Context: an optimization exercise on an open-source flow, tuned for small area, a short achievable clock period and few clock cycles per item. The choices shown serve that exercise and are no tape-out recipe.
Only simulation tests tie the RTL to the original design; equivalence was not proved.
Power is estimated from default activity; no workload was simulated.

`flow/design.v`:
```
package sst3_pkg;
  localparam int unsigned CharWidth    = 8;
  localparam int unsigned LargestWidth = 32;
  localparam int unsigned TopSumWidth  = 34;
  localparam int unsigned DigitWidth   = 4;
  localparam logic [CharWidth-1:0] CharZero    = 8'h30;
  localparam logic [CharWidth-1:0] CharNine    = 8'h39;
  localparam logic [CharWidth-1:0] CharNewline = 8'h0A;
endpackage
module sst3_add #(
  parameter int unsigned W    = 32,
  parameter int unsigned ARCH = 0,
  parameter bit          LATE = 1'b0
) (
  input  logic [W-1:0] a_i,
  input  logic [W-1:0] b_i,
  input  logic         c_i,
  output logic [W-1:0] s_o,
  output logic         c_o
);
  localparam int unsigned L = (W <= 2) ? 1 : (W <= 4) ? 2 : (W <= 8) ? 3 : (W <= 16) ? 4 :
                              (W <= 32) ? 5 : (W <= 64) ? 6 : 7;
  logic [W-1:0] p, g0;
  logic [W-1:0] gg [L+1];
  logic [W-1:0] pp [L+1];
  logic [W:0]   c;
  assign p  = a_i ^ b_i;
  assign g0 = a_i & b_i;
  always_comb begin
    gg[0] = g0;
    pp[0] = p;
    if (!LATE) gg[0][0] = g0[0] | (p[0] & c_i);
    for (int l = 1; l <= L; l++) begin
      gg[l] = gg[l-1];
      pp[l] = pp[l-1];
    end
    if (ARCH == 0) begin
      for (int l = 0; l < L; l++) begin
        for (int i = 0; i < W; i++) begin
          if ((i >> l) & 1) begin
            gg[l+1][i] = gg[l][i] | (pp[l][i] & gg[l][((i >> l) << l) - 1]);
            pp[l+1][i] = pp[l][i] & pp[l][((i >> l) << l) - 1];
          end else begin
            gg[l+1][i] = gg[l][i];
            pp[l+1][i] = pp[l][i];
          end
        end
      end
    end else if (ARCH == 1) begin
      for (int l = 0; l < L; l++) begin
        for (int i = 0; i < W; i++) begin
          if (((i + 1) % (2 << l)) == 0) begin
            gg[L][i] = gg[L][i] | (pp[L][i] & gg[L][i - (1 << l)]);
            pp[L][i] = pp[L][i] & pp[L][i - (1 << l)];
          end
        end
      end
      for (int l = L - 2; l >= 0; l--) begin
        for (int i = 0; i < W; i++) begin
          if (((i + 1) % (2 << l)) == (1 << l) && i >= (2 << l)) begin
            gg[L][i] = gg[L][i] | (pp[L][i] & gg[L][i - (1 << l)]);
            pp[L][i] = pp[L][i] & pp[L][i - (1 << l)];
          end
        end
      end
    end else begin
      for (int i = 1; i < W; i++) begin
        gg[L][i] = gg[L][i] | (pp[L][i] & gg[L][i-1]);
      end
    end
  end
  always_comb begin
    c[0] = c_i;
    for (int i = 0; i < W; i++) c[i+1] = LATE ? (gg[L][i] | (pp[L][i] & c_i)) : gg[L][i];
  end
  assign s_o = p ^ c[W-1:0];
  assign c_o = c[W];
endmodule
module segmented_sum_top3_tracker #(
  parameter int unsigned SUM_WIDTH = 32,
  parameter int unsigned TOP_COUNT = 3
) (
  input  logic                    clk_i,
  input  logic                    rst_ni,
  input  logic                    in_valid_i,
  output logic                    in_ready_o,
  input  logic [sst3_pkg::CharWidth-1:0]    in_char_i,
  input  logic                    in_eoi_i,
  output logic                    out_valid_o,
  input  logic                    out_ready_i,
  output logic [sst3_pkg::LargestWidth-1:0] out_largest_o,
  output logic [sst3_pkg::TopSumWidth-1:0]  out_top3_o,
  output logic                    out_closed_o
);
  localparam int unsigned SW     = 32;
  localparam int unsigned ARCH_L = 0;
  localparam int unsigned ARCH_G = 0;
  localparam int unsigned ARCH_D = 0;
  localparam int unsigned ARCH_S = 0;
  function automatic logic gt_tree(input logic [SW-1:0] a, input logic [SW-1:0] b);
    logic [SW-1:0] g, t;
    g = a & ~b;
    t = a | ~b;
    for (int w = SW / 2; w >= 1; w = w / 2) begin
      for (int i = 0; i < w; i++) begin
        g[i] = g[2*i+1] | (t[2*i+1] & g[2*i]);
        t[i] = g[2*i+1] | (t[2*i+1] & t[2*i]);
      end
    end
    gt_tree = g[0];
  endfunction
  typedef struct packed {
    logic       eoi;
    logic       dig;
    logic       nl;
    logic [3:0] d;
  } byte_t;
  byte_t in_dec;
  assign in_dec.eoi = in_eoi_i;
  assign in_dec.dig = !in_eoi_i && (in_char_i[7:4] == 4'h3) && (!in_char_i[3] || (in_char_i[2:1] == 2'b00));
  assign in_dec.nl  = !in_eoi_i && (in_char_i == sst3_pkg::CharNewline);
  assign in_dec.d   = in_char_i[3:0];
  logic  adv;
  logic  v1, vs;
  logic  v2, c2, i2;
  logic  v3, c3, i3;
  logic  v4, c4;
  byte_t b1, bs;
  logic  acc;
  assign adv        = !v4 || out_ready_i;
  assign in_ready_o = !vs;
  assign acc        = in_valid_i && !vs;
  always_ff @(posedge clk_i or negedge rst_ni) begin
    if (!rst_ni) begin
      v1 <= 1'b0;
      vs <= 1'b0;
    end else begin
      if (adv || !v1) v1 <= vs || acc;
      vs <= !adv && (vs || (v1 && acc));
    end
  end
  always_ff @(posedge clk_i) begin
    if (adv || !v1) b1 <= vs ? bs : in_dec;
    if (!vs) bs <= in_dec;
  end
  logic [SW-1:0] line_q, group_q, group_in;
  logic          has_q, gz_q;
  logic          a1;
  logic          line_end, close_grp, ins_grp;
  logic [SW-1:0] line_ten, line_sat;
  logic          line_ovf;
  logic [4:0]    line_lo;
  logic [SW-5:0] line_hi;
  logic [SW-1:0] group_add;
  logic          group_cy;
  logic [SW-1:0] group_sat;
  assign a1        = adv && v1;
  assign line_end  = b1.nl || b1.eoi;
  assign close_grp = b1.eoi || (b1.nl && !has_q);
  assign ins_grp   = close_grp && (has_q || !gz_q);
  assign line_lo = {1'b0, line_q[0], 3'b000} + {1'b0, line_q[2:0], 1'b0} + {1'b0, b1.d};
  sst3_add #(.W(SW-4), .ARCH(ARCH_L), .LATE(1'b1)) u_line_add (
    .a_i(line_q[SW-4:1]), .b_i(line_q[SW-2:3]), .c_i(line_lo[4]), .s_o(line_hi), .c_o()
  );
  assign line_ten = {line_hi, line_lo[3:0]};
  assign line_ovf = gt_tree(line_q, 32'd429496729) || ((line_q == 32'd429496729) && (b1.d > 4'd5));
  assign line_sat = line_ovf ? '1 : line_ten;
  assign group_in = gz_q ? '0 : group_q;
  sst3_add #(.W(SW), .ARCH(ARCH_G)) u_group_add (
    .a_i(group_in), .b_i(line_q), .c_i(1'b0), .s_o(group_add), .c_o(group_cy)
  );
  assign group_sat = group_cy ? '1 : group_add;
  always_ff @(posedge clk_i or negedge rst_ni) begin
    if (!rst_ni) begin
      line_q  <= '0;
      has_q   <= 1'b0;
      gz_q    <= 1'b1;
    end else if (a1) begin
      if (b1.dig) begin
        line_q <= line_sat;
        has_q  <= 1'b1;
      end else if (line_end) begin
        line_q <= '0;
        has_q  <= 1'b0;
      end
      if (close_grp) gz_q <= 1'b1;
      else if (line_end && has_q) gz_q <= 1'b0;
    end
  end
  always_ff @(posedge clk_i) begin
    if (a1 && line_end && has_q) group_q <= group_sat;
  end
  always_ff @(posedge clk_i or negedge rst_ni) begin
    if (!rst_ni) begin
      v2 <= 1'b0;
      c2 <= 1'b0;
      i2 <= 1'b0;
      v3 <= 1'b0;
      c3 <= 1'b0;
      i3 <= 1'b0;
      v4 <= 1'b0;
    end else if (adv) begin
      v2 <= v1;
      c2 <= v1 && close_grp;
      i2 <= v1 && ins_grp;
      v3 <= v2;
      c3 <= c2;
      i3 <= i2;
      v4 <= v3;
    end
  end
  always_ff @(posedge clk_i) begin
    if (adv) c4 <= c3;
  end
  logic [SW-1:0] top0_q, top1_q, top2_q;
  logic [SW+1:0] sum_q;
  logic [SW-1:0] diff_d, diff_q;
  logic          gt0_d, gt0_q, gt1_q, gt2_q;
  sst3_add #(.W(SW), .ARCH(ARCH_D)) u_diff_add (
    .a_i(group_q), .b_i(~top0_q), .c_i(1'b0), .s_o(diff_d), .c_o(gt0_d)
  );
  always_ff @(posedge clk_i) begin
    diff_q <= diff_d;
    gt0_q  <= gt0_d;
    gt1_q  <= gt_tree(group_q, top1_q);
    gt2_q  <= gt_tree(group_q, top2_q);
  end
  logic [SW+1:0] sum_new;
  sst3_add #(.W(SW+2), .ARCH(ARCH_S)) u_sum_add (
    .a_i(sum_q), .b_i({2'b00, diff_q}), .c_i(1'b1), .s_o(sum_new), .c_o()
  );
  always_ff @(posedge clk_i or negedge rst_ni) begin
    if (!rst_ni) begin
      top0_q <= '0;
      top1_q <= '0;
      top2_q <= '0;
      sum_q  <= '0;
    end else if (adv && i3 && gt0_q) begin
      top2_q <= gt2_q ? group_q : top2_q;
      top1_q <= gt2_q ? top2_q : (gt1_q ? group_q : top1_q);
      top0_q <= gt1_q ? top1_q : group_q;
      sum_q  <= sum_new;
    end
  end
  assign out_valid_o   = v4;
  assign out_largest_o = top2_q;
  assign out_top3_o    = sum_q;
  assign out_closed_o  = c4;
endmodule
```
`flow/flow/run.sh`:
```
#!/bin/bash
set -euo pipefail
MARGIN=6.0
PORT_BUF=sky130_fd_sc_hd__buf_2
CTS="-sink_clustering_enable -repair_clock_nets -sink_clustering_size 30 -sink_clustering_max_diameter 80 -buf_list {sky130_fd_sc_hd__clkbuf_8 sky130_fd_sc_hd__clkbuf_16} -dont_use_dummy_load"
bash standard.sh synth > synth.log 2>&1
bash standard.sh "SETUP_SLACK_MARGIN=$MARGIN" "BUFFER_PORTS_ARGS=-buffer_cell $PORT_BUF" "CTS_ARGS=$CTS" finish > layout.log 2>&1
```
`flow/standard.sh`:
```
#!/bin/bash
# synth_recipe.tcl (not shown) runs the flow's synth.tcl, then flattens the netlist and writes it again
# the make line also repeats each setting of config.mk as NAME=value (left out here)
make -C /OpenROAD-flow-scripts/flow DESIGN_CONFIG=/design/flow/config.mk WORK_HOME=/design/flow/orfs CLKGATE_MAP_FILE= SYNTH_SCRIPT=/design/flow/synth_recipe.tcl "${@:-finish}"
```
`flow/config.mk`:
```
export PLATFORM = sky130hd
export DESIGN_NAME = segmented_sum_top3_tracker
export DESIGN_NICKNAME = segmented_sum_top3_tracker
export VERILOG_FILES = /design/flow/design.v
export SDC_FILE = /design/flow/constraint.sdc
export NUM_CORES = 4
export LEC_CHECK = 0
export ABC_CLOCK_PERIOD_IN_PS = 3000
export CAP_MARGIN = 20
export CORE_MARGIN = 8
export CORE_UTILIZATION = 70
export PLACE_DENSITY = 0.8
export SLEW_MARGIN = 20
```
`flow/constraint.sdc`:
```
create_clock -name core_clock -period 9.0 [get_ports {clk_i}]
set_input_delay 1.8000 -clock core_clock [delete_from_list [all_inputs] [get_ports {clk_i}]]
set_output_delay 1.8000 -clock core_clock [all_outputs]
set_load 0.01 [all_outputs]
```
==> impl_metrics.py, run 1 <==
metrics = {
    "timing": {
        "clock_skew_ns": 0.0327,
        "layout_setup_ws_ns": 5.57,
        "finalCritPeriodShare_pct": 38.1,
        "setup_viol": 0,
        "finalHoldViolCount": 0,
        "rsz0062_at_grt": "true",
        "setup_tns_ns": 0,
        "tightest_slew_ns": 1.01,
        "maxSlewViolCount": 0,
        "min_period_ns": 3.43,
        "max-slew-margin-rel_pct": 32.9,
        "max_freq_mhz": 292,
    },
    "grt": {
        "grt_pass1_wl_um": 62000,
        "grt_use_total_pct": 26.6,
        "grt_pass1_vias": 12500,
        "antenna_found_initial": 0,
        "grt_max_degree": 116,
        "grt_overflow": 0,
    },
    "floorplanning": {
        "die_width_um": 166,
        "die_h_um": 166,
        "die-area_um2": 27600,
        "fp.coreArea_um2": 22400,
        "rows": 55,
        "start_util_pct": 70.5,
        "pin_count": 82,
    },
    "power_and_ir_drop": {
        "total_power_mw": 7.29,
        "p_clk_share_pct": 9.1,
        "p_sw_share_pct": 44.6,
        "irDropWorstVdd_mv": 0.280,
        "power_frac_seq_pct": 31.2,
        "p_comb_share_pct": 59.7,
        "power_density_nw_per_um2": 398,
        "power.leakage_nw": 8.66,
        "intPower_mw": 4.03,
        "p_switching_mw": 3.25,
    },
    "final_layout": {
        "final-seq-area_um2": 6390,
        "area_delta_synth_final_pct": 16.0,
        "multi_input_area_um2": 9600,
        "nFillCells": 1364,
        "fin_area_um2": 18300,
        "nets": 1945,
        "antenna_cells": 0,
        "drive_above_1_share_pct": 18.5,
    },
    "routing": {
        "met3_length_um": 2000,
        "routedWlPerCell_um": 19.1,
        "met2_length_um": 19600,
        "drc": 0,
        "viasPerCell": 6.22,
        "wl_um": 39700,
        "drtPass1Iterations": 5,
        "antenna_left": 0,
        "vias": 12900,
        "top_layer_used": "met4",
        "drt_iter0_drc": 1068,
        "wl_met1_um": 16500,
    },
    "cts": {
        "cts-htree-levels": 1,
        "ctsLongestPathBuffers": 3,
        "insertion_delay_ns": 0.50,
        "cts.sinks": 255,
        "cts.reportedPaths.clkPinSlew_ns": 0.10,
        "tritoncts": "yes",
        "root_buffer": "clkbuf_16",
        "ctsHoldBuffers": 0,
        "cts_made_buffers": 15,
    },
    "synth": {
        "synth_area_um2": 15800,
        "ys_types": 79,
        "ys.flop_type": "dfrtp_1",
        "ys_seq_elements": 255,
        "synth.largest_area_cell": "dfrtp_1",
        "synth_area_leaders": "dfrtp_1 (27%), ha_1 (9.8%), edfxtp_1 (7.6%), dfxtp_1 (5.3%), o21ai_0 (5.3%)",
        "avgSynthCellArea_um2": 9.45,
        "synth_nets": 1825,
        "synthCells": 1670,
        "ys_async_sr_fraction_pct": 67.8,
        "synth_top_area_share_pct": 27.3,
        "synth_edf_count": 40,
        "ys_seq_area_share_pct": 40.4,
        "ys_warn_count": 10,
    },
    "setup_path": {
        "crit_type": "reg2reg",
        "crit_chain": "buf_8, buf_12, nor2b_4, ha_4, or3_4, o22a_1, a31o_2, a41oi_4, o31ai_4, a21o_2, buf_6, a21oi_4, buf_6, nand2_2",
        "crit_arrival_ns": 3.66,
        "cpMostUsedCell": "buf_6",
        "slowest_stage": "dfstp_4",
        "end_kind": "flop",
        "cp-start-kind": "flop",
        "crit_fanout": 6,
        "slowest_delay_ns": 0.67,
        "required_ns": 9.23,
    },
    "placement": {
        "pre_cts_slack_ns": 4.57,
        "place.gp.congestion": 0.872,
        "io_buffer_count": 81,
        "placed_cell_area_um2": 16500,
        "detailed_place_hpwl_um": 25700,
    },
    "worst_hold_path": {
        "hp-class": "reg2reg",
    },
    "flow_run": {
        "drv_cap": 0,
    },
    "outcome": {
        "status": "no timing/DRC/antenna violations",
    },
}
-- state kept, by name, indices dropped and copies added (netlist names), 7 cells and up --
signal	count
diff_q	32
top0_q	32
b1	7
group_q	32
top2_q	32
bs	7
top1_q	32
line_q	32
sum_q	34
-- layout make-up --
cell class	instances	share of cell area [%]
multi-input combinational	1246	52.4
sequential	255	34.9
timing repair buffer	152	6.18
inverter	120	2.49
clock buffer	15	2.05
tap	285	1.95
-- routing by layer --
layer,track usage [%],vias up
met3,3.52,107
met4,10.6,0
met5,0,-
met2,46.7,413
li1,-,6146
met1,32.8,6226
-- worst paths after layout --
check / from / endpoint / slack, ns / cells after the start
setup / recovery: gz_q$_DFFE_PN1P_ / group_q[17]$_SDFFCE_PP1P_ / 5.57 / 14
hold / removal: v3$_DFFE_PN0N_ / v4$_DFFE_PN0N_ / 0.46 / 1
setup reg to reg: gz_q$_DFFE_PN1P_ / group_q[17]$_SDFFCE_PP1P_ / 5.57 / 14
hold reg to reg: v3$_DFFE_PN0N_ / v4$_DFFE_PN0N_ / 0.46 / 1
max in group asynchronous: rst_ni / top1_q[28]$_DFFE_PN0P_ / 6.45 / 2
min in group asynchronous: rst_ni / sum_q[2]$_DFFE_PN0P_ / 1.44 / 1
-- worst max-delay path, delay by kind of cell (launching register included) --
family	cells	cell delay (ns)
adder cells (fa/ha/maj)	1	0.16
AND/OR/NAND/NOR	3	0.50
AO/OA/AOI/OAI	6	1.23
flip-flops	1	0.67
buffers and inverters	4	0.60
-- cells in the final DEF, fill, tap and decap left out, types with 41 or more instances in the layout --
cell type    n
o21ai_0    138
xnor2_1     44
a21oi_1     95
a21o_1      41
buf_4       43
ha_1       111
nand2_1    191
nor2_1      59
mux2i_1     64
maj3_1      49
buf_2       81
dfrtp_1    167
inv_1      115
xor2_1      42
-- cells in the mapped netlist (all sizes together), types with 4 or more instances --
cell    number
nand2      209
dfrtp      172
o21ai      172
ha         124
inv        120
a21oi      111
mux2i       64
nor2        64
maj3        49
xnor2       49
clkbuf      47
a21o        44
xor2        44
dfxtp       42
edfxtp      40
nor2b       33
a31oi       30
nand2b      28
fa          18
nand3       17
nor3        17
and3        16
mux2        16
o21bai      11
nand4       10
a211oi       8
a31o         8
o21a         8
buf          7
and2         6
nor4         5
o211ai       5
o22ai        5
o31ai        5
or3          5
a22oi        4
nand4b       4
-- logic make-up after synthesis --
group,Yosys count,share of synthesized area (%)
muxes,80,5.20
xor gates and xnor gates,93,5.16
and+or+nand+nor,431,12.8
AOI/OAI and AO/OA,446,17.0
DFF,255,40.4
adders and majority gates,191,15.2
buffers and inverters,174,4.18
-- power groups by stage --
stage	combinational, mW	clock [mW]	sequential (mW)
floorplan	2.78	0	2.14
global placement	3.33	0	2.27
detailed placement	3.51	0	2.29
CTS	3.82	0.669	2.25
global route	4.79	0.704	2.33
finish	4.35	0.663	2.27
-- per-stage QoR --
| step | utilization, % | instances | hold slack [ns] |
|---|---|---|---|
| after global placement | 73.8 | 1987 | 0.439 |
| after floorplan | - | 1670 | 0.425 |
| after global routing | 81.8 | 2073 | 0.484 |
| final | 81.8 | 2073 | 0.458 |
| after detailed placement | 73.9 | 1988 | 0.447 |
| after CTS | 78.4 | 2046 | 0.460 |
-- repair_timing --
item / 4_1_cts / 5_1_grt
setup buffers: 37 / 25
gates resized for setup: 59 / 125
pin swaps: 16 / 55
cloned: 6 / 2
endpoints found under the setup margin: 186 / 154
Testbench counts, summed over its fixed seeds: cycles 50,275, items 50,243.
==> inputs of run 2 (changes only) <==
--- a/flow/config.mk
+++ b/flow/config.mk
@@ -9,5 +9,5 @@
 export CAP_MARGIN = 20
 export CORE_MARGIN = 8
-export CORE_UTILIZATION = 70
-export PLACE_DENSITY = 0.8
+export CORE_UTILIZATION = 60
+export PLACE_DENSITY = 0.72
 export SLEW_MARGIN = 20
==> impl_metrics.py, run 2 <==
metrics = {
    "setup_path": {
        "r2r_start": "gz_q$_DFFE_PN1P_",
        "crit_type": "reg2reg",
        "end_kind": "flop",
        "r2r_slack_ns": 5.75,
        "cp-start-kind": "flop",
        "crit_arrival_ns": 3.47,
        "crit_fanout": 13,
        "rr_worst_depth": 13,
        "crit-reg2reg-capture": "group_q[14]$_SDFFCE_PP1P_",
        "required_ns": 9.22,
    },
    "synth": {
        "synth.largest_area_cell": "dfrtp_1",
        "synth_area_um2": 15800,
        "ys_seq_area_share_pct": 40.4,
        "ys_warn_count": 10,
        "synth_area_leaders": "dfrtp_1 (27%), ha_1 (9.8%), edfxtp_1 (7.6%), dfxtp_1 (5.3%), o21ai_0 (5.3%)",
        "synth_top_area_share_pct": 27.3,
        "ys_async_sr_fraction_pct": 67.8,
        "synthTopCellsByCount": "nand2_1 (209), dfrtp_1 (172), o21ai_0 (168), ha_1 (124), inv_1 (120)",
        "ys_seq_elements": 255,
        "ys.flop_type": "dfrtp_1",
        "synth_edf_count": 40,
        "avgSynthCellArea_um2": 9.45,
        "synth_nets": 1825,
        "synthCells": 1670,
        "ys_types": 79,
        "yosysMostFrequentCell": "nand2_1",
    },
    "timing": {
        "clock_skew_ns": 0.0366,
        "setup_tns_ns": 0,
        "min_period_ns": 3.25,
        "layout_setup_ws_ns": 5.75,
        "finalCritPeriodShare_pct": 36.1,
        "tightest_slew_ns": 1.00,
        "maxSlewViolCount": 0,
        "finalHoldViolCount": 0,
        "rsz0062_at_grt": "true",
        "max_freq_mhz": 308,
        "setup_viol": 0,
        "max-slew-margin-rel_pct": 33.3,
    },
    "worst_hold_path": {
        "hp-start": "sum_q[33]$_DFFE_PN0P_",
        "hp-class": "reg2reg",
        "hold_path_depth": 1,
        "whs_endpoint": "sum_q[33]$_DFFE_PN0P_",
    },
    "cts": {
        "ctsLongestPathBuffers": 3,
        "tritoncts": "yes",
        "insertion_delay_ns": 0.51,
        "cts.sinks": 255,
        "ctsHoldBuffers": 0,
        "cts_made_buffers": 15,
        "cts.reportedPaths.clkPinSlew_ns": 0.09,
        "root_buffer": "clkbuf_16",
        "cts-htree-levels": 1,
    },
    "grt": {
        "grt_overflow": 0,
        "grt_pass1_wl_um": 59900,
        "antenna_found_initial": 0,
        "grt_max_degree": 70,
        "grt_use_total_pct": 22.8,
        "grt_pass1_vias": 11800,
    },
    "placement": {
        "placed_cell_area_um2": 16600,
        "place.gp.congestion": 0.877,
        "io_buffer_count": 81,
        "dpl.cell_count": 2040,
        "pre_cts_slack_ns": 4.64,
        "detailed_place_hpwl_um": 25300,
    },
    "routing": {
        "drtPass1Iterations": 6,
        "drc": 0,
        "vias": 12200,
        "routedWlPerCell_um": 17.5,
        "viasPerCell": 5.79,
        "drt_iter0_drc": 692,
        "wl_um": 36800,
        "antenna_left": 0,
    },
    "final_layout": {
        "drive_above_1_share_pct": 15.5,
        "antenna_cells": 0,
        "fin_area_um2": 18000,
        "nets": 1929,
        "layout_common_cells": "nand2_1 (197), dfrtp_1 (166), o21ai_0 (144)",
        "layout.cells.non_filler": 2107,
        "largest_reg_flops": 34,
        "area_delta_synth_final_pct": 13.8,
        "top_register": "sum_q",
        "final_common_cell": "nand2_1",
    },
    "floorplanning": {
        "fp.coreArea_um2": 25900,
        "rows": 59,
        "start_util_pct": 60.9,
        "die-area_um2": 31700,
        "pin_count": 82,
        "die_h_um": 178,
        "die_width_um": 178,
    },
    "outcome": {
        "status": "no timing/DRC/antenna violations",
    },
    "power_and_ir_drop": {
        "irDropWorstVdd_mv": 0.239,
        "power_density_nw_per_um2": 389,
        "power.leakage_nw": 8.54,
        "total_power_mw": 6.98,
    },
    "flow_run": {
        "drv_cap": 0,
    },
}
==> run 2: metal layers <==
metal	vias up	share of wire (%)	routed length, um	GRT usage (%)
li1	6101	-	-	-
met1	5720	45	16400	29.9
met2	297	48	17700	38.7
met3	75	4.6	1690	2.84
met4	0	2.7	1010	7.16
met5	-	0	0	0
==> run 2: critical path, stage by stage, from the launching register on <==
cell and delay (ns):
dfstp_4 0.67, buf_12 0.14, nor2b_1 0.05, ha_1 0.21, or3_4 0.39, o22a_1 0.22
a31o_2 0.25, a41oi_2 0.20, o31ai_2 0.10, a21o_2 0.25, a21oi_4 0.16, buf_6 0.13
buf_12 0.12, o21ai_1 0.07
==> run 2: worst max path at each step <==
stage | endpoint | from | cells after the start | slack, ns
final | group_q[14]$_SDFFCE_PP1P_ | gz_q$_DFFE_PN1P_ | 13 | 5.75
after global routing | group_q[0]$_SDFFCE_PP1P_ | gz_q$_DFFE_PN1P_ | 13 | 5.60
after CTS | group_q[24]$_SDFFCE_PP1P_ | gz_q$_DFFE_PN1P_ | 14 | 5.75
after detailed placement | group_q[20]$_SDFFCE_PP1P_ | gz_q$_DFFE_PN1P_ | 12 | 4.64
after global placement | group_q[14]$_SDFFCE_PP1P_ | gz_q$_DFFE_PN1P_ | 12 | 4.75
after floorplan | group_q[0]$_SDFFCE_PP1P_ | out_ready_i | 7 | 5.51
==> run 2: metrics by stage <==
stage / hold WS, ns / utilization, %
floorplan: 0.425 / -
global placement: 0.440 / 64.0
detailed placement: 0.441 / 64.0
CTS: 0.462 / 67.9
global route: 0.476 / 69.3
finish: 0.461 / 69.3
==> run 2: area by class of cell <==
class | instances | area (um2)
multi-input cells | 1245 | 9330
fillers | 1999 | 7960
flip-flops and latches | 255 | 6390
repair buffers | 137 | 990
inverters | 120 | 455
well taps | 335 | 419
clock buffers | 15 | 375
==> run 2: logic make-up after synthesis <==
family	after synthesis	synth area share (%)
flip-flops	255	40.4
AND/OR/NAND/NOR	431	12.8
multiplexers	80	5.20
AO/OA/AOI/OAI	446	17.0
XOR/XNOR	93	5.16
buffers and inverters	174	4.18
adder cells (fa/ha/maj)	191	15.2
==> run 2: power breakdown <==
part | switching, mW | internal [mW]
sequential | 0.517 | 1.72
combinational | 2.18 | 1.91
clock | 0.362 | 0.299
total | 3.06 | 3.92
==> run 2: what timing repair did <==
action / 4_1_cts / 5_1_grt
setup endpoints to repair: 247 / 140
buffers inserted: 31 / 15
pin swaps: 17 / 41
resized for setup: 69 / 65
gates cloned: 5 / 1
==> inputs of run 3 (changes only) <==
--- a/flow/flow/run.sh
+++ b/flow/flow/run.sh
@@ -1,5 +1,5 @@
 #!/bin/bash
 set -euo pipefail
-MARGIN=6.0
+MARGIN=5.6
 PORT_BUF=sky130_fd_sc_hd__buf_2
 CTS="-sink_clustering_enable -repair_clock_nets -sink_clustering_size 30 -sink_clustering_max_diameter 80 -buf_list {sky130_fd_sc_hd__clkbuf_8 sky130_fd_sc_hd__clkbuf_16} -dont_use_dummy_load"
==> impl_metrics.py, run 3 <==
metrics = {
    "routing": {
        "viasPerCell": 5.76,
        "wl_um": 35400,
        "drc": 0,
        "routedWlPerCell_um": 17.1,
        "drt_iter0_drc": 757,
        "antenna_left": 0,
        "drtPass1Iterations": 5,
        "vias": 12000,
    },
    "power_and_ir_drop": {
        "total_power_mw": 6.59,
        "power.leakage_nw": 8.29,
        "irDropWorstVdd_mv": 0.242,
        "power_density_nw_per_um2": 381,
    },
    "floorplanning": {
        "die_h_um": 178,
        "fp.coreArea_um2": 25900,
        "die-area_um2": 31700,
        "die_width_um": 178,
        "rows": 59,
        "pin_count": 82,
        "start_util_pct": 60.9,
    },
    "timing": {
        "clock_skew_ns": 0.0328,
        "setup_viol": 0,
        "maxSlewViolCount": 0,
        "max_freq_mhz": 300,
        "tightest_slew_ns": 1.08,
        "finalCritPeriodShare_pct": 37.0,
        "finalHoldViolCount": 0,
        "timing.hold.ws_ns": 0.463,
        "setup_tns_ns": 0,
        "rsz0062_at_grt": "true",
        "layout_setup_ws_ns": 5.67,
        "min_period_ns": 3.33,
        "max-slew-margin-rel_pct": 27.9,
    },
    "worst_hold_path": {
        "hold_path_depth": 1,
        "hp-class": "reg2reg",
    },
    "setup_path": {
        "crit_fanout": 4,
        "crit_type": "reg2reg",
        "rr_worst_depth": 16,
        "end_kind": "flop",
        "r2r_slack_ns": 5.67,
        "cp-start-kind": "flop",
        "crit_arrival_ns": 3.78,
        "required_ns": 9.45,
    },
    "final_layout": {
        "nets": 1898,
        "final-seq-area_um2": 6380,
        "antenna_cells": 0,
        "largest_reg_flops": 34,
        "layout_common_cells": "nand2_1 (209), dfrtp_1 (169), o21ai_0 (164)",
        "final_common_cell": "nand2_1",
        "layout.cells.non_filler": 2076,
        "area_delta_synth_final_pct": 9.51,
        "nFillCells": 2060,
        "multi_input_area_um2": 8990,
        "top_register": "sum_q",
        "drive_above_1_share_pct": 11.3,
    },
    "cts": {
        "cts_made_buffers": 15,
        "cts.sinks": 255,
        "ctsLongestPathBuffers": 3,
        "cts-htree-levels": 1,
        "root_buffer": "clkbuf_16",
        "cts.reportedPaths.clkPinSlew_ns": 0.11,
        "ctsHoldBuffers": 0,
        "insertion_delay_ns": 0.50,
        "tritoncts": "yes",
    },
    "grt": {
        "antenna_found_initial": 0,
        "grt_pass1_vias": 11600,
        "grt_use_total_pct": 22.1,
        "grt_overflow": 0,
        "grt_pass1_wl_um": 58200,
        "grt_max_degree": 65,
    },
    "synth": {
        "ys_seq_elements": 255,
        "ys_seq_area_share_pct": 40.4,
        "ys.flop_type": "dfrtp_1",
        "synth_nets": 1825,
        "synth_edf_count": 40,
        "synth_area_leaders": "dfrtp_1 (27%), ha_1 (9.8%), edfxtp_1 (7.6%), dfxtp_1 (5.3%), o21ai_0 (5.3%)",
        "yosysMostFrequentCell": "nand2_1",
        "synth_top_area_share_pct": 27.3,
        "synth_area_um2": 15800,
        "ys_types": 79,
        "ys_warn_count": 10,
        "ys_async_sr_fraction_pct": 67.8,
        "avgSynthCellArea_um2": 9.45,
        "synth.largest_area_cell": "dfrtp_1",
        "synthCells": 1670,
        "synthTopCellsByCount": "nand2_1 (209), dfrtp_1 (172), o21ai_0 (168), ha_1 (124), inv_1 (120)",
    },
    "placement": {
        "io_buffer_count": 81,
        "dpl.cell_count": 2040,
        "pre_cts_slack_ns": 4.46,
        "place.gp.congestion": 0.887,
        "detailed_place_hpwl_um": 25100,
    },
    "outcome": {
        "status": "no timing/DRC/antenna violations",
    },
    "flow_run": {
        "drv_cap": 0,
    },
}
[run 3: cell types whose count changed in the layout (fill, tap and decap cells not counted), sizes merged]
cell | previous run | this run
nand3 | 19 | 18
buf | 137 | 107
[run 3: routing by layer]
metal  wire length, um  GRT usage, %  vias up
met4              1060          6.63        0
met2             16700          37.3      249
li1                  -             -     6040
met3              1510          2.65       74
met1             16200          29.5     5597
met5                 0             0        -
[run 3: power breakdown]
group / internal (mW) / switching [mW] / leakage (nW)
Clock: 0.299 / 0.362 / 0.185
Sequential: 1.71 / 0.552 / 2.92
Combinational: 1.68 / 1.98 / 5.18
Total: 3.70 / 2.89 / 8.29
[run 3: final cells by class]
type	instances	area share, %
multi-input cells	1244	52.0
flip-flops and latches	255	36.9
repair buffers	107	3.79
inverters	120	2.62
well taps	335	2.43
clock buffers	15	2.17
[run 3: stage by stage]
step | area [um2] | utilization, %
2_1_floorplan | 15800 | -
3_3_place_gp | 16500 | 63.6
3_5_place_dp | 16500 | 63.6
4_1_cts | 17000 | 65.8
5_1_grt | 17300 | 66.7
6_report | 17300 | 66.7
[run 3: final timing paths]
| check | from | to |
|---|---|---|
| max reg2reg | sum_q[0]$_DFFE_PN0P_ | sum_q[32]$_DFFE_PN0P_ |
| max | sum_q[0]$_DFFE_PN0P_ | sum_q[32]$_DFFE_PN0P_ |
| min in group asynchronous | rst_ni | sum_q[16]$_DFFE_PN0P_ |
| min | sum_q[33]$_DFFE_PN0P_ | sum_q[33]$_DFFE_PN0P_ |
| min reg2reg | sum_q[33]$_DFFE_PN0P_ | sum_q[33]$_DFFE_PN0P_ |
| max in group asynchronous | rst_ni | line_q[1]$_DFFE_PN0P_ |
[run 3: cell families after synthesis]
family          Yosys count  synth area share (%)
mux                      80                  5.20
buf+inv                 174                  4.18
xor+xnor                 93                  5.16
compound gates          446                  17.0
fa+ha+maj               191                  15.2
flops                   255                  40.4
simple gates            431                  12.8
[run 3: worst max-delay path, cell delays in order (launching register included)]
cell and delay, ns:
dfrtp_1 0.40, inv_2 0.07, ha_4 0.13, inv_2 0.03, fa_2 0.32, a21o_1 0.17, nand4_1 0.11, a211oi_2 0.09
or4_4 0.56, a31oi_4 0.26, o21ai_4 0.10, a31o_1 0.24, o21ba_1 0.18, or2_1 0.22, ha_2 0.31, nand2_1 0.04
nand2_1 0.06
[run 3: what timing repair did]
action | in CTS | in global routing
cloned | 2 | 1
endpoints found under the setup margin | 135 | 117
pin swaps | 7 | 12
setup buffers | 6 | 12
hold endpoints to repair | 0 | 0
resized for setup | 21 | 32
==> inputs of run 4 (changes only) <==
--- a/flow/flow/run.sh
+++ b/flow/flow/run.sh
@@ -1,5 +1,5 @@
 #!/bin/bash
 set -euo pipefail
-MARGIN=5.6
+MARGIN=5.7
 PORT_BUF=sky130_fd_sc_hd__buf_2
 CTS="-sink_clustering_enable -repair_clock_nets -sink_clustering_size 30 -sink_clustering_max_diameter 80 -buf_list {sky130_fd_sc_hd__clkbuf_8 sky130_fd_sc_hd__clkbuf_16} -dont_use_dummy_load"
==> impl_metrics.py, run 4 <==
metrics = {
    "setup_path": {
        "crit_arrival_ns": 3.60,
        "end_kind": "flop",
        "crit_type": "reg2reg",
        "r2r_slack_ns": 5.65,
        "cp-start-kind": "flop",
        "crit_fanout": 10,
        "rr_worst_depth": 15,
        "required_ns": 9.25,
        "slowest_stage": "dfstp_4",
        "crit-reg2reg-capture": "group_q[5]$_SDFFCE_PP1P_",
        "slowest_delay_ns": 0.66,
        "r2r_start": "gz_q$_DFFE_PN1P_",
        "crit_chain": "buf_4, buf_12, nor2_1, ha_1, a21o_1, a21oi_1, o21bai_1, a21o_1, a21oi_2, o31ai_4, a21o_2, a21oi_4, buf_12, clkbuf_16, nand2_2",
    },
    "synth": {
        "synthTopCellsByCount": "nand2_1 (209), dfrtp_1 (172), o21ai_0 (168), ha_1 (124), inv_1 (120)",
        "synth_area_leaders": "dfrtp_1 (27%), ha_1 (9.8%), edfxtp_1 (7.6%), dfxtp_1 (5.3%), o21ai_0 (5.3%)",
        "ys_seq_elements": 255,
        "synthCells": 1670,
        "ys_seq_area_share_pct": 40.4,
        "avgSynthCellArea_um2": 9.45,
        "yosysMostFrequentCell": "nand2_1",
        "ys_warn_count": 10,
        "synth.largest_area_cell": "dfrtp_1",
        "synth_edf_count": 40,
        "synth_area_um2": 15800,
        "ys.flop_type": "dfrtp_1",
        "ys_async_sr_fraction_pct": 67.8,
        "ys_types": 79,
        "synth_top_area_share_pct": 27.3,
        "synth_nets": 1825,
    },
    "cts": {
        "cts.reportedPaths.clkPinSlew_ns": 0.11,
        "insertion_delay_ns": 0.51,
        "cts.sinks": 255,
        "root_buffer": "clkbuf_16",
        "tritoncts": "yes",
        "cts-htree-levels": 1,
        "ctsLongestPathBuffers": 3,
        "ctsHoldBuffers": 0,
        "cts_made_buffers": 15,
    },
    "timing": {
        "tightest_slew_ns": 0.990,
        "setup_tns_ns": 0,
        "rsz0062_at_grt": "true",
        "maxSlewViolCount": 0,
        "max-slew-margin-rel_pct": 34.0,
        "finalCritPeriodShare_pct": 37.2,
        "setup_viol": 0,
        "finalHoldViolCount": 0,
        "max_freq_mhz": 299,
        "layout_setup_ws_ns": 5.65,
        "clock_skew_ns": 0.0338,
        "min_period_ns": 3.35,
    },
    "routing": {
        "drtPass1Iterations": 6,
        "antenna_left": 0,
        "drc": 0,
        "routedWlPerCell_um": 17.1,
        "viasPerCell": 5.73,
        "drt_iter0_drc": 698,
        "wl_um": 35900,
        "vias": 12000,
    },
    "worst_hold_path": {
        "hold_path_depth": 1,
        "whs_endpoint": "sum_q[33]$_DFFE_PN0P_",
        "hp-start": "sum_q[33]$_DFFE_PN0P_",
        "hp-class": "reg2reg",
    },
    "grt": {
        "grt_overflow": 0,
        "grt_pass1_wl_um": 59100,
        "grt_use_total_pct": 22.4,
        "grt_pass1_vias": 12000,
        "antenna_found_initial": 0,
        "grt_max_degree": 71,
    },
    "final_layout": {
        "layout_common_cells": "nand2_1 (190), dfrtp_1 (169), o21ai_0 (156)",
        "antenna_cells": 0,
        "area_delta_synth_final_pct": 11.5,
        "nFillCells": 2038,
        "largest_reg_flops": 34,
        "drive_above_1_share_pct": 14.0,
        "top_register": "sum_q",
        "final_common_cell": "nand2_1",
        "final-seq-area_um2": 6380,
        "multi_input_area_um2": 9100,
        "nets": 1919,
    },
    "power_and_ir_drop": {
        "power.leakage_nw": 8.42,
        "total_power_mw": 6.72,
        "irDropWorstVdd_mv": 0.238,
        "power_density_nw_per_um2": 382,
    },
    "placement": {
        "io_buffer_count": 81,
        "detailed_place_hpwl_um": 25700,
        "pre_cts_slack_ns": 4.45,
        "place.gp.congestion": 0.888,
    },
    "floorplanning": {
        "fp.coreArea_um2": 25900,
        "die_h_um": 178,
        "start_util_pct": 60.9,
        "die-area_um2": 31700,
        "rows": 59,
        "pin_count": 82,
        "die_width_um": 178,
    },
    "flow_run": {
        "drv_cap": 0,
    },
    "outcome": {
        "status": "no timing/DRC/antenna violations",
    },
}
-- run 4: cell counts after synthesis --
Identical to the previous run, type by type.
-- run 4: where the power goes --
| part | switching (mW) | total, mW | internal [mW] |
|---|---|---|---|
| clock | 0.358 | 0.657 | 0.299 |
| combinational | 2.05 | 3.82 | 1.77 |
| sequential | 0.528 | 2.24 | 1.71 |
-- run 4: critical path, delay by kind of cell, from the launching register on --
kind                       cells  cell delay [ns]
AOI/OAI and AO/OA              8             1.45
adders and majority gates      1             0.34
buffers and inverters          4             0.56
DFF                            1             0.66
and+or+nand+nor                2             0.09
-- run 4: logic make-up after synthesis --
logic type               synth area share [%]
AND/OR/NAND/NOR                          12.8
flip-flops                               40.4
multiplexers                             5.20
XOR/XNOR                                 5.16
buffers and inverters                    4.18
AO/OA/AOI/OAI                            17.0
adder cells (fa/ha/maj)                  15.2
-- run 4: layout make-up --
class,count,share of cell area [%]
multi-input cells,1245,51.8
flip-flops and latches,255,36.3
repair buffers,127,4.85
inverters,120,2.58
well taps,335,2.38
clock buffers,15,2.13
-- run 4: layer usage --
layer  part of all wire [%]  track usage, %
met3                    4.0            2.52
met5                      0               0
met1                     46            29.2
met2                     48            38.7
met4                    2.5            6.60
-- run 4: worst max path at each step --
stage | from | endpoint | slack [ns]
global placement | out_ready_i | top2_q[26]$_DFFE_PN0P_ | 4.64
finish | gz_q$_DFFE_PN1P_ | group_q[5]$_SDFFCE_PP1P_ | 5.65
detailed placement | gz_q$_DFFE_PN1P_ | group_q[22]$_SDFFCE_PP1P_ | 4.45
CTS | sum_q[0]$_DFFE_PN0P_ | sum_q[32]$_DFFE_PN0P_ | 5.69
global route | gz_q$_DFFE_PN1P_ | group_q[0]$_SDFFCE_PP1P_ | 5.55
floorplan | out_ready_i | group_q[0]$_SDFFCE_PP1P_ | 5.51
-- run 4: what timing repair did --
item,in CTS,in global routing
cloned,2,3
buffers inserted,19,17
pin swaps,15,24
resized for setup,25,73
setup endpoints to repair,144,159
-- run 4: per-stage QoR --
stage               std cells  util, %  hold slack, ns  instance area, um2
finish                   2097     67.9           0.463               17600
detailed placement       2041     63.7           0.447               16500
global route             2097     67.9           0.483               17600
floorplan                1670        -           0.425               15800
global placement         2041     63.7           0.441               16500
CTS                      2077     66.2           0.469               17200
==> inputs of run 5 (changes only) <==
--- a/flow/flow/run.sh
+++ b/flow/flow/run.sh
@@ -1,5 +1,5 @@
 #!/bin/bash
 set -euo pipefail
-MARGIN=5.7
+MARGIN=5.8
 PORT_BUF=sky130_fd_sc_hd__buf_2
 CTS="-sink_clustering_enable -repair_clock_nets -sink_clustering_size 30 -sink_clustering_max_diameter 80 -buf_list {sky130_fd_sc_hd__clkbuf_8 sky130_fd_sc_hd__clkbuf_16} -dont_use_dummy_load"
==> impl_metrics.py, run 5 <==
metrics = {
    "outcome": {
        "status": "no timing/DRC/antenna violations",
    },
    "synth": {
        "ys_seq_area_share_pct": 40.4,
        "synth_area_um2": 15800,
        "synth.largest_area_cell": "dfrtp_1",
        "ys.flop_type": "dfrtp_1",
        "ys_warn_count": 10,
        "synth_edf_count": 40,
        "synth_top_area_share_pct": 27.3,
        "avgSynthCellArea_um2": 9.45,
        "yosysMostFrequentCell": "nand2_1",
        "ys_types": 79,
        "ys_async_sr_fraction_pct": 67.8,
        "ys_seq_elements": 255,
        "synthTopCellsByCount": "nand2_1 (209), dfrtp_1 (172), o21ai_0 (168), ha_1 (124), inv_1 (120)",
        "synthCells": 1670,
        "synth_nets": 1825,
        "synth_area_leaders": "dfrtp_1 (27%), ha_1 (9.8%), edfxtp_1 (7.6%), dfxtp_1 (5.3%), o21ai_0 (5.3%)",
    },
    "timing": {
        "tightest_slew_ns": 0.979,
        "finalCritPeriodShare_pct": 36.2,
        "finalHoldViolCount": 0,
        "setup_tns_ns": 0,
        "timing.hold.ws_ns": 0.463,
        "setup_viol": 0,
        "maxSlewViolCount": 0,
        "rsz0062_at_grt": "true",
        "max_freq_mhz": 307,
        "clock_skew_ns": 0.0724,
        "max-slew-margin-rel_pct": 34.7,
        "min_period_ns": 3.26,
    },
    "final_layout": {
        "final_core_util_pct": 68.0,
        "final_common_cell": "nand2_1",
        "antenna_cells": 0,
        "layout_common_cells": "nand2_1 (193), dfrtp_1 (169), o21ai_0 (156)",
        "nFillCells": 2044,
        "drive_above_1_share_pct": 13.6,
        "largest_reg_flops": 34,
        "final-seq-area_um2": 6380,
        "nets": 1914,
        "area_delta_synth_final_pct": 11.7,
        "multi_input_area_um2": 9190,
        "top_register": "sum_q",
    },
    "cts": {
        "cts.sinks": 255,
        "ctsHoldBuffers": 0,
        "ctsLongestPathBuffers": 3,
        "cts-htree-levels": 1,
        "cts_made_buffers": 15,
        "cts.reportedPaths.clkPinSlew_ns": 0.09,
        "root_buffer": "clkbuf_16",
        "insertion_delay_ns": 0.52,
        "tritoncts": "yes",
    },
    "placement": {
        "place.gp.congestion": 0.898,
        "io_buffer_count": 81,
        "detailed_place_hpwl_um": 25200,
    },
    "worst_hold_path": {
        "hold_path_depth": 0,
        "hp-class": "reg2reg",
        "whs_endpoint": "c4$_DFFE_PN_",
        "hp-start": "c3$_DFFE_PN0N_",
    },
    "setup_path": {
        "cpMostUsedCell": "buf_12",
        "crit_fanout": 13,
        "crit_cells": 12,
        "crit_chain": "buf_12, nor2b_1, ha_1, or3_4, o22a_1, a31o_2, a41oi_4, o31ai_4, a21o_4, a21oi_4, buf_12, o21ai_0",
        "slowest_stage": "dfstp_4",
        "cp-start-kind": "flop",
        "slowest_delay_ns": 0.66,
        "r2r_start": "gz_q$_DFFE_PN1P_",
        "rr_worst_depth": 12,
        "end_kind": "flop",
        "critPathTopFamily": "compound AO/OA/AOI/OAI gates",
        "crit_arrival_ns": 3.48,
        "crit_type": "reg2reg",
        "crit_buf_inv": 2,
        "crit-reg2reg-capture": "group_q[20]$_SDFFCE_PP1P_",
        "r2r_slack_ns": 5.74,
        "required_ns": 9.22,
    },
    "power_and_ir_drop": {
        "power_density_nw_per_um2": 383,
        "power.leakage_nw": 8.42,
        "irDropWorstVdd_mv": 0.214,
    },
    "floorplanning": {
        "fp.coreArea_um2": 25900,
        "rows": 59,
        "pin_count": 82,
        "die_h_um": 178,
        "die-area_um2": 31700,
        "start_util_pct": 60.9,
        "die_width_um": 178,
    },
    "flow_run": {
        "drv_cap": 0,
    },
    "routing": {
        "drc": 0,
        "drt_iter0_drc": 765,
        "antenna_left": 0,
        "drtPass1Iterations": 5,
        "viasPerCell": 5.74,
        "wl_um": 35200,
        "vias": 12000,
        "routedWlPerCell_um": 16.8,
    },
    "grt": {
        "grt_use_total_pct": 21.9,
        "grt_pass1_vias": 11500,
        "antenna_found_initial": 0,
        "grt_pass1_wl_um": 57600,
        "grt_max_degree": 71,
        "grt_overflow": 0,
    },
}
[run 5: changes by cell type in the layout (fill, tap and decap cells not counted), sizes merged]
| cell | before | now |
|---|---|---|
| buf | 125 | 122 |
| clkbuf | 17 | 15 |
[run 5: where the power goes]
group / internal, mW / switching (mW) / leakage (nW)
sequential: 1.71 / 0.517 / 2.92
clock: 0.299 / 0.362 / 0.185
combinational: 1.79 / 2.07 / 5.32
[run 5: what timing repair did]
action / 4_1_cts / 5_1_grt
cloned: 4 / 1
pin swaps: 27 / 27
gates resized for setup: 49 / 51
endpoints found under the setup margin: 221 / 113
buffers inserted: 22 / 9
[run 5: layout make-up]
class,instances,area share [%]
Multi-Input combinational cell,1245,52.1
Sequential cell,255,36.2
Timing Repair Buffer,122,4.55
Inverter,120,2.57
Tap cell,335,2.38
Clock buffer,15,2.13
[run 5: kinds of logic after synthesis]
family	Yosys count	share of synthesized area, %
XOR/XNOR	93	5.16
AND/OR/NAND/NOR	431	12.8
adder cells (fa/ha/maj)	191	15.2
buffers and inverters	174	4.18
multiplexers	80	5.20
flip-flops	255	40.4
AO/OA/AOI/OAI	446	17.0
[run 5: how the worst max path moves through the flow]
| stage | from | endpoint |
|---|---|---|
| after detailed placement | out_ready_i | top2_q[0]$_DFFE_PN0P_ |
| after CTS | sum_q[0]$_DFFE_PN0P_ | sum_q[32]$_DFFE_PN0P_ |
| after global routing | sum_q[0]$_DFFE_PN0P_ | sum_q[32]$_DFFE_PN0P_ |
| final | gz_q$_DFFE_PN1P_ | group_q[20]$_SDFFCE_PP1P_ |
| after global placement | out_ready_i | top2_q[0]$_DFFE_PN0P_ |
| after floorplan | out_ready_i | group_q[0]$_SDFFCE_PP1P_ |
[run 5: stage by stage]
step	instances	total power [mW]	instance area [um2]	worst slack [ns]
CTS	2082	6.59	17300	5.63
floorplan	1670	4.87	15800	5.51
global route	2092	7.36	17600	5.60
detailed placement	2041	5.73	16500	4.49
global placement	2041	5.60	16500	4.61
finish	2092	6.74	17600	5.74
[run 5: metal layers]
layer	GRT usage, %	part of all wire, %	up-vias
met2	37.8	48	178
met1	29.0	46	5705
li1	-	-	6088
met5	0	0	-
met3	2.41	3.3	41
met4	5.56	2.2	0
[run 5: worst register-to-register path: cells and delay by family, from the launching register on]
family	cells	cell delay [ns]
flops	1	0.66
simple gates	2	0.45
fa+ha+maj	1	0.22
buf+inv	2	0.29
compound gates	7	1.36
==> inputs of run 6 (changes only) <==
--- a/flow/config.mk
+++ b/flow/config.mk
@@ -12,2 +12,3 @@
 export PLACE_DENSITY = 0.72
 export SLEW_MARGIN = 20
+export TNS_END_PERCENT = 5
==> impl_metrics.py, run 6 <==
metrics = {
    "floorplanning": {
        "pin_count": 82,
        "fp.coreArea_um2": 25900,
        "start_util_pct": 60.9,
        "die_h_um": 178,
        "rows": 59,
        "die-area_um2": 31700,
        "die_width_um": 178,
    },
    "setup_path": {
        "slowest_stage": "and3_2",
        "cp-start-kind": "primary input",
        "crit_chain": "buf_2, nor2b_2, inv_2, and3_2, nand2_1, buf_6, mux2_2",
        "rr_worst_depth": 13,
        "crit_fanout": 53,
        "r2r_start": "gz_q$_DFFE_PN1P_",
        "crit_type": "in2reg",
        "critPathTopFamily": "simple AND/OR/NAND/NOR gates",
        "crit-reg2reg-capture": "group_q[20]$_SDFFCE_PP1P_",
        "crit_arrival_ns": 3.75,
        "required_ns": 9.37,
        "slowest_delay_ns": 0.43,
        "end_kind": "flop",
        "crit_buf_inv": 3,
        "r2r_slack_ns": 5.71,
    },
    "grt": {
        "grt.busiest_layer": "met2",
        "grt_overflow": 0,
        "grt_max_degree": 89,
        "met1_usage_pct": 29.0,
        "grt_use_total_pct": 22.1,
        "grt_pass1_vias": 11600,
        "grt_util_met3_pct": 2.52,
        "met2_usage_pct": 37.3,
        "antenna_found_initial": 0,
        "grt_pass1_wl_um": 57900,
    },
    "synth": {
        "synth_area_leaders": "dfrtp_1 (27%), ha_1 (9.8%), edfxtp_1 (7.6%), dfxtp_1 (5.3%), o21ai_0 (5.3%)",
        "ys_types": 79,
        "synth_area_um2": 15800,
        "yosysMostFrequentCell": "nand2_1",
        "ys.flop_type": "dfrtp_1",
        "ys_async_sr_fraction_pct": 67.8,
        "synth_top_area_share_pct": 27.3,
        "synth_nets": 1825,
        "ys_warn_count": 10,
        "ys_seq_elements": 255,
        "avgSynthCellArea_um2": 9.45,
        "synth.largest_area_cell": "dfrtp_1",
        "synthTopCellsByCount": "nand2_1 (209), dfrtp_1 (172), o21ai_0 (168), ha_1 (124), inv_1 (120)",
        "synth_edf_count": 40,
        "synthCells": 1670,
        "ys_seq_area_share_pct": 40.4,
    },
    "final_layout": {
        "nets": 1917,
        "final_common_cell": "nand2_1",
        "largest_reg_flops": 34,
        "antenna_cells": 0,
        "layout.cells.non_filler": 2095,
        "area_delta_synth_final_pct": 11.0,
        "top_register": "sum_q",
        "nFillCells": 2057,
        "layout_common_cells": "nand2_1 (208), dfrtp_1 (169), o21ai_0 (155)",
        "drive_above_1_share_pct": 12.6,
    },
    "cts": {
        "root_buffer": "clkbuf_16",
        "ctsHoldBuffers": 0,
        "insertion_delay_ns": 0.50,
        "tritoncts": "yes",
        "cts.reportedPaths.clkPinSlew_ns": 0.09,
        "cts.sinks": 255,
        "cts-htree-levels": 1,
        "cts_made_buffers": 15,
        "ctsLongestPathBuffers": 3,
    },
    "power_and_ir_drop": {
        "irDropWorstVdd_mv": 0.228,
        "power_density_nw_per_um2": 380,
        "power.leakage_nw": 8.42,
    },
    "placement": {
        "detailed_place_hpwl_um": 25200,
        "dpl.cell_count": 2039,
        "place.gp.congestion": 0.882,
        "io_buffer_count": 81,
    },
    "timing": {
        "clock_skew_ns": 0.0477,
        "rsz0062_at_grt": "true",
        "min_period_ns": 3.38,
        "setup_viol": 0,
        "finalHoldViolCount": 0,
        "finalCritPeriodShare_pct": 37.5,
        "setup_tns_ns": 0,
        "max-slew-margin-rel_pct": 30.1,
        "max_freq_mhz": 296,
        "tightest_slew_ns": 1.05,
        "maxSlewViolCount": 0,
    },
    "worst_hold_path": {
        "whs_endpoint": "c4$_DFFE_PN_",
        "hp-class": "reg2reg",
        "hold_path_depth": 0,
        "hp-start": "c3$_DFFE_PN0N_",
    },
    "routing": {
        "vias": 12000,
        "routedWlPerCell_um": 16.8,
        "wl_um": 35200,
        "drtPass1Iterations": 5,
        "drc": 0,
        "viasPerCell": 5.72,
        "antenna_left": 0,
        "drt_iter0_drc": 663,
    },
    "outcome": {
        "status": "no timing/DRC/antenna violations",
    },
    "flow_run": {
        "drv_cap": 0,
    },
}
==> run 6: cell types whose count changed in the layout (fill, tap and decap cells not counted), moves of 5 or more <==
cell / change
buf_6: -8
a21oi_2: -5
nand2_2: -14
a21oi_1: +5
nand2_1: +15
buf_4: +9
==> run 6: worst max-delay path by stage <==
stage                         start                         to  depth (start not counted)
4_1_cts        sum_q[0]$_DFFE_PN0P_      sum_q[32]$_DFFE_PN0P_                         16
2_1_floorplan           out_ready_i   group_q[0]$_SDFFCE_PP1P_                          7
3_3_place_gp       gz_q$_DFFE_PN1P_  group_q[14]$_SDFFCE_PP1P_                         12
6_report                out_ready_i     top2_q[23]$_DFFE_PN0P_                          7
5_1_grt                 out_ready_i     top2_q[12]$_DFFE_PN0P_                          7
3_5_place_dp       gz_q$_DFFE_PN1P_   group_q[6]$_SDFFCE_PP1P_                         12
==> run 6: worst register-to-register path: stages, from the launching register on <==
cell and delay (ns):
dfstp_4 0.68, buf_12 0.13, nor2b_1 0.06, ha_1 0.21, or3_1 0.38, o22a_1 0.23
a31o_2 0.27, a41oi_4 0.21, o31ai_2 0.10, a21o_2 0.25, a21oi_4 0.19, buf_6 0.14
buf_12 0.11, o21ai_0 0.08
==> run 6: cell type report <==
class | instances | area [um2] | share of cell area [%]
clock buffer | 15 | 375 | 2.14
inverter | 120 | 453 | 2.59
multi-input combinational | 1243 | 9020 | 51.5
sequential | 255 | 6380 | 36.4
tap | 335 | 419 | 2.39
timing repair buffer | 127 | 867 | 4.95
==> run 6: power by group <==
group	leakage (nW)	total, mW	internal [mW]	switching, mW
clock network	0.185	0.662	0.299	0.363
registers	2.92	2.26	1.71	0.547
logic	5.32	3.74	1.74	1.99
==> run 6: timing repair <==
item	CTS	global route
gates cloned	3	0
gates resized for setup	52	15
setup endpoints to repair	183	148
setup buffers	22	16
pin swaps	17	8
==> run 6: cell families (layout without fill, tap and decap cells) <==
logic type | Yosys count | in the layout | synth area share (%)
compound gates | 446 | 447 | 17.0
simple gates | 431 | 432 | 12.8
flops | 255 | 255 | 40.4
fa+ha+maj | 191 | 191 | 15.2
buf+inv | 174 | 262 | 4.18
xor+xnor | 93 | 93 | 5.16
mux | 80 | 80 | 5.20
==> run 6: stage by stage <==
step	util (%)	total power, mW	setup slack (ns)	hold slack, ns	instance area (um2)
2_1_floorplan	-	4.86	5.51	0.425	15800
3_3_place_gp	63.6	5.59	4.51	0.433	16500
3_5_place_dp	63.6	5.74	4.40	0.445	16500
4_1_cts	66.8	6.60	5.63	0.466	17300
5_1_grt	67.6	7.27	5.52	0.480	17500
6_report	67.6	6.66	5.62	0.463	17500
==> run 6: layer usage <==
| layer | share of wire [%] | vias to the layer above | routed length (um) |
|---|---|---|---|
| li1 | - | 6084 | - |
| met1 | 45 | 5583 | 16000 |
| met2 | 47 | 239 | 16500 |
| met3 | 4.0 | 70 | 1430 |
| met4 | 3.7 | 0 | 1290 |
| met5 | 0 | - | 0 |
==> inputs of run 7 (changes only) <==
--- a/flow/flow/run.sh
+++ b/flow/flow/run.sh
@@ -2,5 +2,5 @@
 set -euo pipefail
 MARGIN=5.8
-PORT_BUF=sky130_fd_sc_hd__buf_2
+PORT_BUF=sky130_fd_sc_hd__buf_1
 CTS="-sink_clustering_enable -repair_clock_nets -sink_clustering_size 30 -sink_clustering_max_diameter 80 -buf_list {sky130_fd_sc_hd__clkbuf_8 sky130_fd_sc_hd__clkbuf_16} -dont_use_dummy_load"
 bash standard.sh synth > synth.log 2>&1
--- a/flow/config.mk
+++ b/flow/config.mk
@@ -12,3 +12,2 @@
 export PLACE_DENSITY = 0.72
 export SLEW_MARGIN = 20
-export TNS_END_PERCENT = 5
==> impl_metrics.py, run 7 <==
metrics = {
    "placement": {
        "io_buffer_count": 81,
        "detailed_place_hpwl_um": 24600,
        "pre_cts_slack_ns": 4.49,
        "place.gp.congestion": 0.917,
        "placed_cell_area_um2": 16400,
    },
    "routing": {
        "antenna_left": 0,
        "routedWlPerCell_um": 17.1,
        "drt_iter0_drc": 680,
        "vias": 12100,
        "viasPerCell": 5.78,
        "wl_um": 35900,
        "drc": 0,
        "drtPass1Iterations": 5,
    },
    "flow_run": {
        "drv_cap": 0,
    },
    "timing": {
        "min_period_ns": 3.29,
        "max-slew-margin-rel_pct": 27.7,
        "timing.hold.ws_ns": 0.468,
        "layout_setup_ws_ns": 5.71,
        "max_freq_mhz": 304,
        "rsz0062_at_grt": "true",
        "tightest_slew_ns": 1.08,
        "maxSlewViolCount": 0,
        "clock_skew_ns": 0.0378,
        "finalCritPeriodShare_pct": 36.5,
        "finalHoldViolCount": 0,
        "setup_tns_ns": 0,
        "setup_viol": 0,
    },
    "grt": {
        "grt_overflow": 0,
        "grt_pass1_vias": 11500,
        "antenna_found_initial": 0,
        "grt_max_degree": 174,
        "grt_use_total_pct": 21.9,
        "grt_pass1_wl_um": 57500,
    },
    "final_layout": {
        "final_common_cell": "nand2_1",
        "area_delta_synth_final_pct": 12.0,
        "fin_area_um2": 17700,
        "multi_input_area_um2": 9240,
        "top_register": "sum_q",
        "nFillCells": 1992,
        "final-seq-area_um2": 6380,
        "nets": 1922,
        "drive_above_1_share_pct": 10.3,
        "layout_common_cells": "nand2_1 (190), dfrtp_1 (169), o21ai_0 (152)",
        "antenna_cells": 0,
        "largest_reg_flops": 34,
    },
    "setup_path": {
        "end_kind": "flop",
        "crit_fanout": 8,
        "r2r_start": "gz_q$_DFFE_PN1P_",
        "r2r_slack_ns": 5.71,
        "rr_worst_depth": 14,
        "crit_arrival_ns": 3.55,
        "crit_type": "reg2reg",
        "required_ns": 9.26,
        "cp-start-kind": "flop",
        "crit-reg2reg-capture": "group_q[4]$_SDFFCE_PP1P_",
    },
    "power_and_ir_drop": {
        "p_comb_share_pct": 57.3,
        "power_density_nw_per_um2": 384,
        "power_frac_seq_pct": 33.0,
        "p_sw_share_pct": 44.2,
        "power.leakage_nw": 8.24,
        "p_clk_share_pct": 9.7,
        "p_switching_mw": 3.00,
        "intPower_mw": 3.79,
        "total_power_mw": 6.79,
        "irDropWorstVdd_mv": 0.243,
    },
    "synth": {
        "synth.largest_area_cell": "dfrtp_1",
        "synthTopCellsByCount": "nand2_1 (209), dfrtp_1 (172), o21ai_0 (168), ha_1 (124), inv_1 (120)",
        "ys_types": 79,
        "ys_async_sr_fraction_pct": 67.8,
        "ys.flop_type": "dfrtp_1",
        "synth_edf_count": 40,
        "synthCells": 1670,
        "ys_seq_area_share_pct": 40.4,
        "avgSynthCellArea_um2": 9.45,
        "synth_nets": 1825,
        "synth_top_area_share_pct": 27.3,
        "yosysMostFrequentCell": "nand2_1",
        "ys_warn_count": 10,
        "ys_seq_elements": 255,
        "synth_area_leaders": "dfrtp_1 (27%), ha_1 (9.8%), edfxtp_1 (7.6%), dfxtp_1 (5.3%), o21ai_0 (5.3%)",
        "synth_area_um2": 15800,
    },
    "floorplanning": {
        "fp.coreArea_um2": 25900,
        "die-area_um2": 31700,
        "rows": 59,
        "die_width_um": 178,
        "die_h_um": 178,
        "start_util_pct": 60.9,
        "pin_count": 82,
    },
    "cts": {
        "cts-htree-levels": 1,
        "insertion_delay_ns": 0.50,
        "cts.sinks": 255,
        "tritoncts": "yes",
        "ctsHoldBuffers": 0,
        "root_buffer": "clkbuf_16",
        "ctsLongestPathBuffers": 3,
        "cts_made_buffers": 15,
        "cts.reportedPaths.clkPinSlew_ns": 0.10,
    },
    "worst_hold_path": {
        "whs_endpoint": "v3$_DFFE_PN0N_",
        "hp-start": "v3$_DFFE_PN0N_",
        "hold_path_depth": 2,
        "hp-class": "reg2reg",
    },
    "outcome": {
        "status": "no timing/DRC/antenna violations",
    },
}
run 7: cell counts after synthesis:
Identical to the previous run, type by type.
run 7: how the worst max path moves through the flow:
| stage | depth (start not counted) | to | startpoint |
|---|---|---|---|
| 5_1_grt | 16 | sum_q[32]$_DFFE_PN0P_ | sum_q[0]$_DFFE_PN0P_ |
| 3_3_place_gp | 6 | top2_q[24]$_DFFE_PN0P_ | out_ready_i |
| 6_report | 14 | group_q[4]$_SDFFCE_PP1P_ | gz_q$_DFFE_PN1P_ |
| 3_5_place_dp | 12 | group_q[13]$_SDFFCE_PP1P_ | gz_q$_DFFE_PN1P_ |
| 2_1_floorplan | 7 | group_q[0]$_SDFFCE_PP1P_ | out_ready_i |
| 4_1_cts | 16 | sum_q[32]$_DFFE_PN0P_ | sum_q[0]$_DFFE_PN0P_ |
run 7: final cells by class:
class	count	area share (%)
clock buffers	15	2.12
well taps	335	2.37
multi-input cells	1246	52.3
flip-flops and latches	255	36.1
inverters	120	2.58
repair buffers	129	4.48
run 7: cells by family (layout without fill, tap and decap cells):
| family | count (synthesis) | count (layout) | share of synthesized area, % |
|---|---|---|---|
| adders and majority gates | 191 | 191 | 15.2 |
| xor gates and xnor gates | 93 | 93 | 5.16 |
| AOI/OAI and AO/OA | 446 | 448 | 17.0 |
| buffers and inverters | 174 | 264 | 4.18 |
| and+or+nand+nor | 431 | 434 | 12.8 |
| DFF | 255 | 255 | 40.4 |
| muxes | 80 | 80 | 5.20 |
run 7: routing by layer:
layer	vias up	share of wire, %	track usage, %
met5	-	0	0
met4	0	3.0	7.71
met3	59	3.6	2.41
met2	211	48	37.2
met1	5752	45	28.7
li1	6108	-	-
run 7: power by group through the flow:
stage / Combinational, mW / Clock (mW) / Sequential, mW
6_report: 3.89 / 0.662 / 2.24
2_1_floorplan: 2.74 / 0 / 2.13
4_1_cts: 3.67 / 0.681 / 2.23
3_5_place_dp: 3.42 / 0 / 2.28
3_3_place_gp: 3.30 / 0 / 2.26
5_1_grt: 4.36 / 0.718 / 2.31
run 7: critical path, cell delays in order (launching register included):
cell and delay [ns]:
dfstp_4 0.68, nor2b_4 0.05, ha_4 0.15, fa_2 0.38, a211oi_4 0.33, nor4_4 0.10
o21ai_1 0.17, nand3_2 0.13, a41oi_2 0.20, o31ai_2 0.09, a21o_2 0.24, buf_12 0.14
a21oi_4 0.14, buf_6 0.18, nand2b_1 0.07
run 7: through the flow:
| step | utilization [%] | std cells |
|---|---|---|
| detailed placement | 63.4 | 2040 |
| floorplan | - | 1670 |
| global placement | 63.4 | 2040 |
| finish | 68.2 | 2100 |
| global route | 68.2 | 2100 |
| CTS | 66.7 | 2084 |
run 7: timing repair:
action / in CTS / in global routing
pin swaps: 22 / 33
endpoints found under the setup margin: 172 / 98
gates cloned: 4 / 2
resized for setup: 61 / 60
buffers inserted: 25 / 14

==> separate check: timing with driven ports <==
No port has a modelled driver above. Below, the same layouts with a new extraction and two added sets of constraints. Step 1: set_driving_cell puts a clkbuf_16 on clk_i and a buf_2 on each other input, an assumption about the parent block. Step 2 times the ports against the registers' clock, not the clock port: input delays grow and output delays shrink by t, the midpoint of the rising clock arrivals with the driver on. a / b / c = ideal / step 1 / step 2; a / b = the first two.
run | t (ns) | slack for setup (ns) | latest minus earliest clock arrival (ns)
run 1 | 0.530 | 5.575 / 5.575 / 5.524 | 0.033 / 0.033
run 2 | 0.536 | 5.750 / 5.750 / 5.517 | 0.038 / 0.037
run 3 | 0.532 | 5.671 / 5.671 / 5.290 | 0.042 / 0.043
run 4 | 0.536 | 5.650 / 5.650 / 5.325 | 0.045 / 0.045
run 5 | 0.526 | 5.741 / 5.741 / 5.434 | 0.072 / 0.073
run 6 | 0.529 | 5.621 / 5.645 / 5.116 | 0.048 / 0.048
run 7 | 0.529 | 5.713 / 5.713 / 5.471 | 0.042 / 0.042
After both steps setup and hold are still met in every run listed. For run 6, which loses most, drivers alone change the setup slack by +0.024 ns; drivers and shift together by -0.505 ns.
